From an optimization exercise on the open Yosys and OpenROAD flow, aimed at small area; shortcuts taken in it are not production practice. The RTL was checked by simulation tests, not by an equivalence proof against the original design. Power is estimated from default activity; no workload was simulated.

==> job 5093: inputs <==
## id_stage
module id_stage (
   input  wire             i_clk,
   input  wire             i_rst,
   input  wire             i_instr_valid,
   output logic            o_instr_ready,
   input  mips_id_pkg::word_t      i_pc,
   input  mips_id_pkg::word_t      i_instr,
   input  wire             i_wb_we,
   input  mips_id_pkg::reg_num_t   i_wb_addr,
   input  mips_id_pkg::word_t      i_wb_data,
   output logic            o_idex_valid,
   input  wire             i_idex_ready,
   output mips_id_pkg::idex_data_t      o_idex_data,
   output mips_id_pkg::idex_ctrl_t      o_idex_ctrl,
   output mips_id_pkg::redirect_t       o_redirect
);
clock: 9.0 ns
lec_check: 0
cap_margin: 20
core_margin: 2
core_utilization: 45
slew_margin: 20
run.sh (not shown) runs the stock make flow with config.mk's settings and CLKGATE_MAP_FILE= SYNTH_SCRIPT=/design/flow/synth_recipe.tcl, a recipe that flattens the netlist after the stock synthesis.
==> job 5345: changes against job 5093 <==
==> flow/flow/run.sh (new file) <==
#!/bin/bash
# Layout flow: the standard ORFS flow with
#  - an area-oriented ABC mapping script in synthesis (registers untouched:
#    flip-flops are mapped by dfflibmap before ABC runs),
#  - port buffers of the smallest buffer cell,
#  - clock tree synthesis without dummy loads,
#  - the settings below.
set -euo pipefail
HERE=$PWD
FLOWDIR=$HERE/flow

{
  echo "proc abc {args} {"
  echo "  set i [lsearch -exact \$args -script]"
  echo "  if {\$i >= 0} { lset args [expr {\$i + 1}] $FLOWDIR/abc_area.script }"
  echo "  yosys abc {*}\$args"
  echo "}"
  cat synth_recipe.tcl
} > my_synth.tcl

sed -e "s#SYNTH_SCRIPT=[^ ]*#SYNTH_SCRIPT=$HERE/my_synth.tcl#" \
    -e 's#"\${@:-finish}"#"$@"#' standard.sh > my_standard.sh

source $FLOWDIR/settings.sh

bash my_standard.sh "${EXTRA[@]}" finish > flow.log 2>&1
==> flow/flow/abc_area.script (new file) <==
&get -n
&st
&dch
&nf -a
&st
&dch
&nf -a
&put
==> flow/flow/settings.sh (new file) <==
EXTRA=(
  "BUFFER_PORTS_ARGS=-buffer_cell sky130_fd_sc_hd__buf_1"
  "CTS_ARGS=-sink_clustering_enable -repair_clock_nets -dont_use_dummy_load -buf_list sky130_fd_sc_hd__clkbuf_16 -sink_clustering_size 20 -sink_clustering_max_diameter 60"
)
==> flow/standard.sh (new file) <==
#!/bin/bash
# synth_recipe.tcl (not shown) runs the flow's synth.tcl, then flattens the netlist and writes it again
# the make line also repeats each setting of config.mk as NAME=value (left out here)
make -C /OpenROAD-flow-scripts/flow DESIGN_CONFIG=/design/flow/config.mk WORK_HOME=/design/flow/orfs CLKGATE_MAP_FILE= SYNTH_SCRIPT=/design/flow/synth_recipe.tcl "${@:-finish}"
- CELL_PAD_IN_SITES_DETAIL_PLACEMENT: unset -> 1
- CELL_PAD_IN_SITES_GLOBAL_PLACEMENT: unset -> 1
- CORE_UTILIZATION: 45 -> 50
- SETUP_SLACK_MARGIN: unset -> 0.7
removed: flow/run.sh
==> summary.txt <==
status finished with violations; layout check fault list setup timing; final setup margin -0.305 ns; setup violators final 1; mux cell area share after synthesis 0.00655; share of post-route cells with drive strength above 1 0.170; Buf/Inv on CP 5; sequential power approximately 6.6 mW; largest net degree at the start of global routing 68; Wirelength per Cell 49.7 um; Cells after DPL 5,569
-- figures above: job 5093

==> summary.txt <==
mux cell area share after synthesis 0.00121; sequential power between 6 and 7 mW; Wirelength per Cell slightly above 50 um; setup violators final 0; status no timing/DRC/antenna violations; final setup margin 0.509 ns; largest net degree at the start of global routing 90; CP most frequent cell nand4_1; share of post-route cells with drive strength above 1 0.121
-- figures above: job 5345


========
==> inputs of yarrow <==
==> flow/design.v <==
`default_nettype none
package mips_id_pkg;
   localparam int NB_WORD   = 32;
   localparam int NB_REG    = 5;
   localparam int NB_FIELD  = 6;    
   localparam int NB_IMM    = 16;
   localparam int NB_INDEX  = 26;
   localparam int NB_SHAMT  = 5;
   localparam int SHAMT_LSB = 6;
   localparam int N_REGS    = 32;
   typedef logic [NB_WORD-1:0]  word_t;
   typedef logic [NB_REG-1:0]   reg_num_t;
   typedef logic [NB_FIELD-1:0] opcode_t;
   typedef logic [NB_FIELD-1:0] funct_t;
   localparam opcode_t OP_SPECIAL = 6'd0;
   localparam opcode_t OP_J       = 6'd2;
   localparam opcode_t OP_JAL     = 6'd3;
   localparam opcode_t OP_BEQ     = 6'd4;
   localparam opcode_t OP_BNE     = 6'd5;
   localparam opcode_t OP_ADDI    = 6'd8;
   localparam opcode_t OP_SLTI    = 6'd10;
   localparam opcode_t OP_ANDI    = 6'd12;
   localparam opcode_t OP_ORI     = 6'd13;
   localparam opcode_t OP_XORI    = 6'd14;
   localparam opcode_t OP_LUI     = 6'd15;
   localparam opcode_t OP_LW      = 6'd35;
   localparam opcode_t OP_SW      = 6'd43;
   localparam funct_t FN_SLL  = 6'd0;
   localparam funct_t FN_SRL  = 6'd2;
   localparam funct_t FN_SRA  = 6'd3;
   localparam funct_t FN_JR   = 6'd8;
   localparam funct_t FN_JALR = 6'd9;
   typedef enum logic [3:0] {
      ALU_NONE = 4'd0,
      ALU_ADD  = 4'd1,
      ALU_SLT  = 4'd2,
      ALU_AND  = 4'd3,
      ALU_OR   = 4'd4,
      ALU_XOR  = 4'd5,
      ALU_LUI  = 4'd6,
      ALU_FUNC = 4'd7,    
      ALU_LINK = 4'd8     
   } alu_op_e;
   typedef enum logic [1:0] {A_PC, A_RS, A_SHAMT, A_NONE} src_a_e;
   typedef enum logic {B_RT, B_IMM} src_b_e;
   typedef enum logic [1:0] {DEST_RD, DEST_RT, DEST_R31} dest_sel_e;
   typedef enum logic [1:0] {EXT_INDEX, EXT_SIGN, EXT_ZERO, EXT_SHAMT} ext_kind_e;
   typedef struct packed {
      alu_op_e   alu_op;
      src_a_e    src_a;
      src_b_e    src_b;
      dest_sel_e dest_sel;
      logic      mem_read;
      logic      mem_write;
   } idex_ctrl_t;
   typedef struct packed {
      word_t    pc;
      word_t    rs_val;
      word_t    rt_val;
      word_t    imm;
      funct_t   funct;
      reg_num_t rt_num;
      reg_num_t rd_num;
   } idex_data_t;
   typedef struct packed {
      logic  jump;
      logic  branch_taken;
      word_t jump_addr;
      word_t branch_addr;
   } redirect_t;
endpackage
`default_nettype wire
`timescale 1ns/1ns
`default_nettype none
import mips_id_pkg::*;
module id_control (
   input  mips_id_pkg::opcode_t    i_opcode,
   input  mips_id_pkg::funct_t     i_funct,
   output mips_id_pkg::ext_kind_e  o_ext_kind,
   output mips_id_pkg::idex_ctrl_t o_ctrl
);
   always_comb begin
      o_ext_kind       = EXT_SIGN;
      o_ctrl.alu_op    = ALU_NONE;
      o_ctrl.src_a     = A_NONE;
      o_ctrl.src_b     = B_IMM;
      o_ctrl.dest_sel  = DEST_RD;
      o_ctrl.mem_read  = 1'b0;
      o_ctrl.mem_write = 1'b0;
      case (i_opcode)
         OP_J: begin
            o_ext_kind = EXT_INDEX;
         end
         OP_JAL: begin
            o_ext_kind      = EXT_INDEX;
            o_ctrl.alu_op   = ALU_LINK;
            o_ctrl.src_a    = A_PC;
            o_ctrl.dest_sel = DEST_R31;    
         end
         OP_BEQ, OP_BNE: ;
         OP_ADDI, OP_SLTI, OP_LW, OP_SW: begin
            o_ctrl.alu_op    = (i_opcode == OP_SLTI) ? ALU_SLT : ALU_ADD;
            o_ctrl.src_a     = A_RS;
            o_ctrl.dest_sel  = DEST_RT;
            o_ctrl.mem_read  = (i_opcode == OP_LW);
            o_ctrl.mem_write = (i_opcode == OP_SW);    
         end
         OP_ANDI, OP_ORI, OP_XORI: begin
            o_ext_kind      = EXT_ZERO;
            o_ctrl.src_a    = A_RS;
            o_ctrl.dest_sel = DEST_RT;
            case (i_opcode)
               OP_ANDI: o_ctrl.alu_op = ALU_AND;
               OP_ORI:  o_ctrl.alu_op = ALU_OR;
               default: o_ctrl.alu_op = ALU_XOR;
            endcase
         end
         OP_LUI: begin
            o_ext_kind      = EXT_ZERO;
            o_ctrl.alu_op   = ALU_LUI;
            o_ctrl.dest_sel = DEST_RT;
         end
         OP_SPECIAL: begin
            o_ext_kind    = EXT_SHAMT;
            o_ctrl.alu_op = ALU_FUNC;
            o_ctrl.src_b  = B_RT;
            case (i_funct)
               FN_JALR:                o_ctrl.src_a = A_PC;
               FN_SLL, FN_SRL, FN_SRA: o_ctrl.src_a = A_SHAMT;
               default:                o_ctrl.src_a = A_RS;
            endcase
         end
         default: ;
      endcase
   end
endmodule
`default_nettype wire
`timescale 1ns/1ns
`default_nettype none
import mips_id_pkg::*;
module id_regfile (
   input  wire        i_clk,
   input  wire        i_rst,
   input  mips_id_pkg::reg_num_t i_rs_num,
   input  mips_id_pkg::reg_num_t i_rt_num,
   input  wire        i_wr_en,
   input  mips_id_pkg::reg_num_t i_wr_num,
   input  mips_id_pkg::word_t i_wr_data,
   output mips_id_pkg::word_t      o_rs_val,
   output mips_id_pkg::word_t      o_rt_val
);
   mips_id_pkg::word_t regs [1:N_REGS-1];
   mips_id_pkg::word_t wdata;
   assign wdata = i_wr_data & {NB_WORD{!i_rst}};
   for (genvar i = 1; i < N_REGS; i++) begin : g_row
      wire row_en = i_rst || (i_wr_en && (i_wr_num == i));
      always_ff @(posedge i_clk) begin
         if (row_en) regs[i] <= wdata;
      end
   end
   always_comb begin
      o_rs_val = '0;
      o_rt_val = '0;
      for (int i = 1; i < N_REGS; i++) begin
         o_rs_val = o_rs_val | (regs[i] & {NB_WORD{i_rs_num == i}});
         o_rt_val = o_rt_val | (regs[i] & {NB_WORD{i_rt_num == i}});
      end
   end
endmodule
`default_nettype wire
`timescale 1ns/1ns
`default_nettype none
import mips_id_pkg::*;
module id_imm_extend (
   input  mips_id_pkg::word_t     i_instr,
   input  mips_id_pkg::ext_kind_e i_kind,
   output mips_id_pkg::word_t          o_imm
);
   logic [NB_IMM-1:0]   imm16;
   logic [NB_INDEX-1:0] index;
   logic [NB_SHAMT-1:0] shamt;
   assign imm16 = i_instr[NB_IMM-1:0];
   assign index = i_instr[NB_INDEX-1:0];
   assign shamt = i_instr[SHAMT_LSB+NB_SHAMT-1:SHAMT_LSB];    
   always_comb begin
      case (i_kind)
         EXT_INDEX: o_imm = {{(NB_WORD-NB_INDEX){1'b0}}, index};
         EXT_SIGN:  o_imm = {{(NB_WORD-NB_IMM){imm16[NB_IMM-1]}}, imm16};
         EXT_ZERO:  o_imm = {{(NB_WORD-NB_IMM){1'b0}}, imm16};
         default:   o_imm = {{(NB_WORD-NB_SHAMT){1'b0}}, shamt};
      endcase
   end
endmodule
`default_nettype wire
`timescale 1ns/1ns
`default_nettype none
import mips_id_pkg::*;
module id_branch_unit (
   input  mips_id_pkg::word_t i_pc,
   input  mips_id_pkg::word_t i_instr,
   input  mips_id_pkg::word_t i_rs_val,
   input  mips_id_pkg::word_t i_rt_val,
   input  wire        i_accept,
   output mips_id_pkg::redirect_t  o_redirect
);
   mips_id_pkg::opcode_t opcode;
   mips_id_pkg::funct_t  funct;
   logic is_branch, is_bne, is_jump_reg, is_jump;
   mips_id_pkg::word_t branch_target;
   mips_id_pkg::word_t jump_target;
   assign opcode = i_instr[31:26];
   assign funct  = i_instr[5:0];
   assign is_bne      = (opcode == OP_BNE);
   assign is_branch   = (opcode == OP_BEQ) || is_bne;
   assign is_jump_reg = (opcode == OP_SPECIAL) && ((funct == FN_JR) || (funct == FN_JALR));
   assign is_jump     = (opcode == OP_J) || (opcode == OP_JAL) || is_jump_reg;
   assign branch_target = {i_pc[NB_WORD-1:2] + {{(NB_WORD-2-NB_IMM){i_instr[NB_IMM-1]}}, i_instr[NB_IMM-1:0]},
                           i_pc[1:0]};
   assign jump_target = is_jump_reg ? i_rs_val
                      : {i_pc[NB_WORD-1:NB_INDEX+2], i_instr[NB_INDEX-1:0], 2'b00};
   always_comb begin
      o_redirect.jump         = i_accept && is_jump;
      o_redirect.branch_taken = i_accept && is_branch && ((i_rs_val == i_rt_val) != is_bne);
      o_redirect.jump_addr    = (i_accept && is_jump) ? jump_target : '0;
      o_redirect.branch_addr  = (i_accept && is_branch) ? branch_target : '0;
   end
endmodule
`default_nettype wire
`timescale 1ns/1ns
`default_nettype none
import mips_id_pkg::*;
module id_ex_register (
   input  wire             i_clk,
   input  wire             i_rst,
   input  wire             i_load,
   input  wire             i_idex_ready,
   input  mips_id_pkg::word_t i_pc,
   input  mips_id_pkg::word_t i_rs_val,
   input  mips_id_pkg::word_t i_rt_val,
   input  mips_id_pkg::word_t i_instr,
   output logic            o_valid,
   output mips_id_pkg::idex_data_t      o_data,
   output mips_id_pkg::idex_ctrl_t      o_ctrl
);
   mips_id_pkg::word_t pc_q, rs_q, rt_q, instr_q;
   mips_id_pkg::ext_kind_e ext_kind;
   mips_id_pkg::word_t imm;
   always_ff @(posedge i_clk) begin
      if (i_rst) begin
         o_valid <= 1'b0;
      end else if (i_load) begin
         o_valid <= 1'b1;
      end else if (i_idex_ready) begin    
         o_valid <= 1'b0;
      end
   end
   always_ff @(posedge i_clk) begin
      if (i_load) begin
         pc_q    <= i_pc;
         rs_q    <= i_rs_val;
         rt_q    <= i_rt_val;
         instr_q <= i_instr;
      end
   end
   id_control u_control (
      .i_opcode   (instr_q[31:26]),
      .i_funct    (instr_q[5:0]),
      .o_ext_kind (ext_kind),
      .o_ctrl     (o_ctrl)
   );
   id_imm_extend u_imm_extend (
      .i_instr (instr_q),
      .i_kind  (ext_kind),
      .o_imm   (imm)
   );
   assign o_data = {pc_q, rs_q, rt_q, imm, instr_q[5:0], instr_q[20:16], instr_q[15:11]};
endmodule
`default_nettype wire
`timescale 1ns/1ns
`default_nettype none
import mips_id_pkg::*;
module id_stage (
   input  wire             i_clk,
   input  wire             i_rst,
   input  wire             i_instr_valid,
   output logic            o_instr_ready,
   input  mips_id_pkg::word_t      i_pc,
   input  mips_id_pkg::word_t      i_instr,
   input  wire             i_wb_we,
   input  mips_id_pkg::reg_num_t   i_wb_addr,
   input  mips_id_pkg::word_t      i_wb_data,
   output logic            o_idex_valid,
   input  wire             i_idex_ready,
   output mips_id_pkg::idex_data_t      o_idex_data,
   output mips_id_pkg::idex_ctrl_t      o_idex_ctrl,
   output mips_id_pkg::redirect_t       o_redirect
);
   logic               accept;
   mips_id_pkg::word_t rs_val;
   mips_id_pkg::word_t rt_val;
   assign o_instr_ready = !o_idex_valid || i_idex_ready;
   assign accept        = i_instr_valid && o_instr_ready;
   id_regfile u_regfile (
      .i_clk     (i_clk),
      .i_rst     (i_rst),
      .i_rs_num  (i_instr[25:21]),
      .i_rt_num  (i_instr[20:16]),
      .i_wr_en   (i_wb_we),
      .i_wr_num  (i_wb_addr),
      .i_wr_data (i_wb_data),
      .o_rs_val  (rs_val),
      .o_rt_val  (rt_val)
   );
   id_branch_unit u_branch_unit (
      .i_pc       (i_pc),
      .i_instr    (i_instr),
      .i_rs_val   (rs_val),
      .i_rt_val   (rt_val),
      .i_accept   (accept),
      .o_redirect (o_redirect)
   );
   id_ex_register u_id_ex_register (
      .i_clk        (i_clk),
      .i_rst        (i_rst),
      .i_load       (accept),
      .i_idex_ready (i_idex_ready),
      .i_pc         (i_pc),
      .i_rs_val     (rs_val),
      .i_rt_val     (rt_val),
      .i_instr      (i_instr),
      .o_valid      (o_idex_valid),
      .o_data       (o_idex_data),
      .o_ctrl       (o_idex_ctrl)
   );
endmodule
`default_nettype wire
==> flow/flow/run.sh <==
#!/bin/bash
# Layout flow: the standard ORFS flow with
#  - an area-oriented ABC mapping script in synthesis (registers untouched:
#    flip-flops are mapped by dfflibmap before ABC runs),
#  - port buffers of the smallest buffer cell,
#  - clock tree synthesis without dummy loads,
#  - the settings below.
set -euo pipefail
HERE=$PWD
FLOWDIR=$HERE/flow

{
  echo "proc abc {args} {"
  echo "  set i [lsearch -exact \$args -script]"
  echo "  if {\$i >= 0} { lset args [expr {\$i + 1}] $FLOWDIR/abc_area.script }"
  echo "  yosys abc {*}\$args"
  echo "}"
  cat synth_recipe.tcl
} > my_synth.tcl

sed -e "s#SYNTH_SCRIPT=[^ ]*#SYNTH_SCRIPT=$HERE/my_synth.tcl#" \
    -e 's#"\${@:-finish}"#"$@"#' standard.sh > my_standard.sh

source $FLOWDIR/settings.sh

bash my_standard.sh "${EXTRA[@]}" finish > flow.log 2>&1
==> flow/flow/abc_area.script <==
&get -n
&st
&dch
&nf -a
&st
&dch
&nf -a
&put
==> flow/flow/settings.sh <==
EXTRA=(
  "BUFFER_PORTS_ARGS=-buffer_cell sky130_fd_sc_hd__buf_1"
  "CTS_ARGS=-sink_clustering_enable -repair_clock_nets -dont_use_dummy_load -buf_list sky130_fd_sc_hd__clkbuf_16 -sink_clustering_size 20 -sink_clustering_max_diameter 60"
)
==> flow/standard.sh <==
#!/bin/bash
# synth_recipe.tcl (not shown) runs the flow's synth.tcl, then flattens the netlist and writes it again
# the make line also repeats each setting of config.mk as NAME=value (left out here)
make -C /OpenROAD-flow-scripts/flow DESIGN_CONFIG=/design/flow/config.mk WORK_HOME=/design/flow/orfs CLKGATE_MAP_FILE= SYNTH_SCRIPT=/design/flow/synth_recipe.tcl "${@:-finish}"
==> flow/config.mk <==
export PLATFORM = sky130hd
export DESIGN_NAME = id_stage
export DESIGN_NICKNAME = id_stage
export VERILOG_FILES = /design/flow/design.v
export SDC_FILE = /design/flow/constraint.sdc
export NUM_CORES = 4
export LEC_CHECK = 0
export CAP_MARGIN = 20
export CELL_PAD_IN_SITES_DETAIL_PLACEMENT = 1
export CELL_PAD_IN_SITES_GLOBAL_PLACEMENT = 1
export CORE_MARGIN = 2
export CORE_UTILIZATION = 50
export SETUP_SLACK_MARGIN = 1.0
export SLEW_MARGIN = 20
==> flow/constraint.sdc <==
create_clock -name core_clock -period 9.0 [get_ports {i_clk}]
set_input_delay 1.8000 -clock core_clock [delete_from_list [all_inputs] [get_ports {i_clk}]]
set_output_delay 1.8000 -clock core_clock [all_outputs]
set_load 0.01 [all_outputs]
==> nickel: changes against yarrow <==
==> flow/run.sh (new file) <==
#!/bin/bash
# synth_recipe.tcl (not shown) runs the flow's synth.tcl, then flattens the netlist and writes it again
# the make line also repeats each setting of config.mk as NAME=value (left out here)
make -C /OpenROAD-flow-scripts/flow DESIGN_CONFIG=/design/flow/config.mk WORK_HOME=/design/flow/orfs CLKGATE_MAP_FILE= SYNTH_SCRIPT=/design/flow/synth_recipe.tcl finish
- CELL_PAD_IN_SITES_DETAIL_PLACEMENT: 1 -> unset
- CELL_PAD_IN_SITES_GLOBAL_PLACEMENT: 1 -> unset
- CORE_UTILIZATION: 50 -> 45
- SETUP_SLACK_MARGIN: 1.0 -> 0.4
removed: flow/flow/run.sh
removed: flow/flow/abc_area.script
removed: flow/flow/settings.sh
removed: flow/standard.sh
==> qor summary <==
item                                                        yarrow      nickel
Result of the run                 no timing/DRC/antenna violations  no timing/DRC/antenna violations
Fraction of the mapped netlist area in compound gates       17.23%      14.93%
Int Power                                                  8308 µW     9509 µW
Non-clock buffering overhead                                6.147%      10.77%
M2 GR Usage                                                 70.06%      67.02%
Sequential share of cell area                               62.24%      53.64%
Num rows                                                       111         122
Fin util                                                    58.80%      56.53%
Number of inserted diodes                                        8          25
Tightest slew margin relative to the limit                  17.17%      13.59%
Number of nets in the layout                                  3689        4382
Via count of the first global-routing pass                  39.29k      42.01k
Synth-to-Final Area Change                                  16.22%      24.41%
Part of the power in combinational logic                     10.9%       13.1%
Routed Wire Length                                       246400 µm   290100 µm
Placeable Area                                         0.09194 mm²  0.1110 mm²
Routed length on met2                                     98580 µm   114200 µm
Hold slack final                                         0.5498 ns   0.5303 ns

[afterwards: timing with drivers on the ports]
The results above use ideal ports. As a check the final layouts listed here were re-extracted and re-timed, cells and wires unchanged. Step 1: set_driving_cell puts a clkbuf_16 on i_clk and a buf_2 on each other input, an assumption about the parent block. Step 2 also shifts input and output timing later by t, the mid clock arrival at the registers, as if the neighbouring blocks saw the same clock. Three values: no drivers, after step 1, after step 2; two values: the first two.
run	t, ns	slack for setup (ns)	hold slack, ns	latest minus earliest clock arrival (ns)	worst register clock-pin slew, ns
job 5093	0.811	-0.305 / -0.348 / -0.348	0.530 / 0.530 / 0.530	0.037 / 0.038	0.07 / 0.07
job 5345	0.755	0.509 / 0.426 / 0.426	0.566 / 0.566 / 0.566	0.058 / 0.058	0.09 / 0.09
yarrow	0.750	0.898 / 0.868 / 0.868	0.550 / 0.550 / 0.550	0.065 / 0.065	0.09 / 0.09
nickel	0.804	0.288 / 0.240 / 0.240	0.530 / 0.530 / 0.530	0.043 / 0.042	0.07 / 0.07
For job 5345, which loses most, drivers alone change the setup slack by -0.083 ns; drivers and shift together by -0.083 ns.
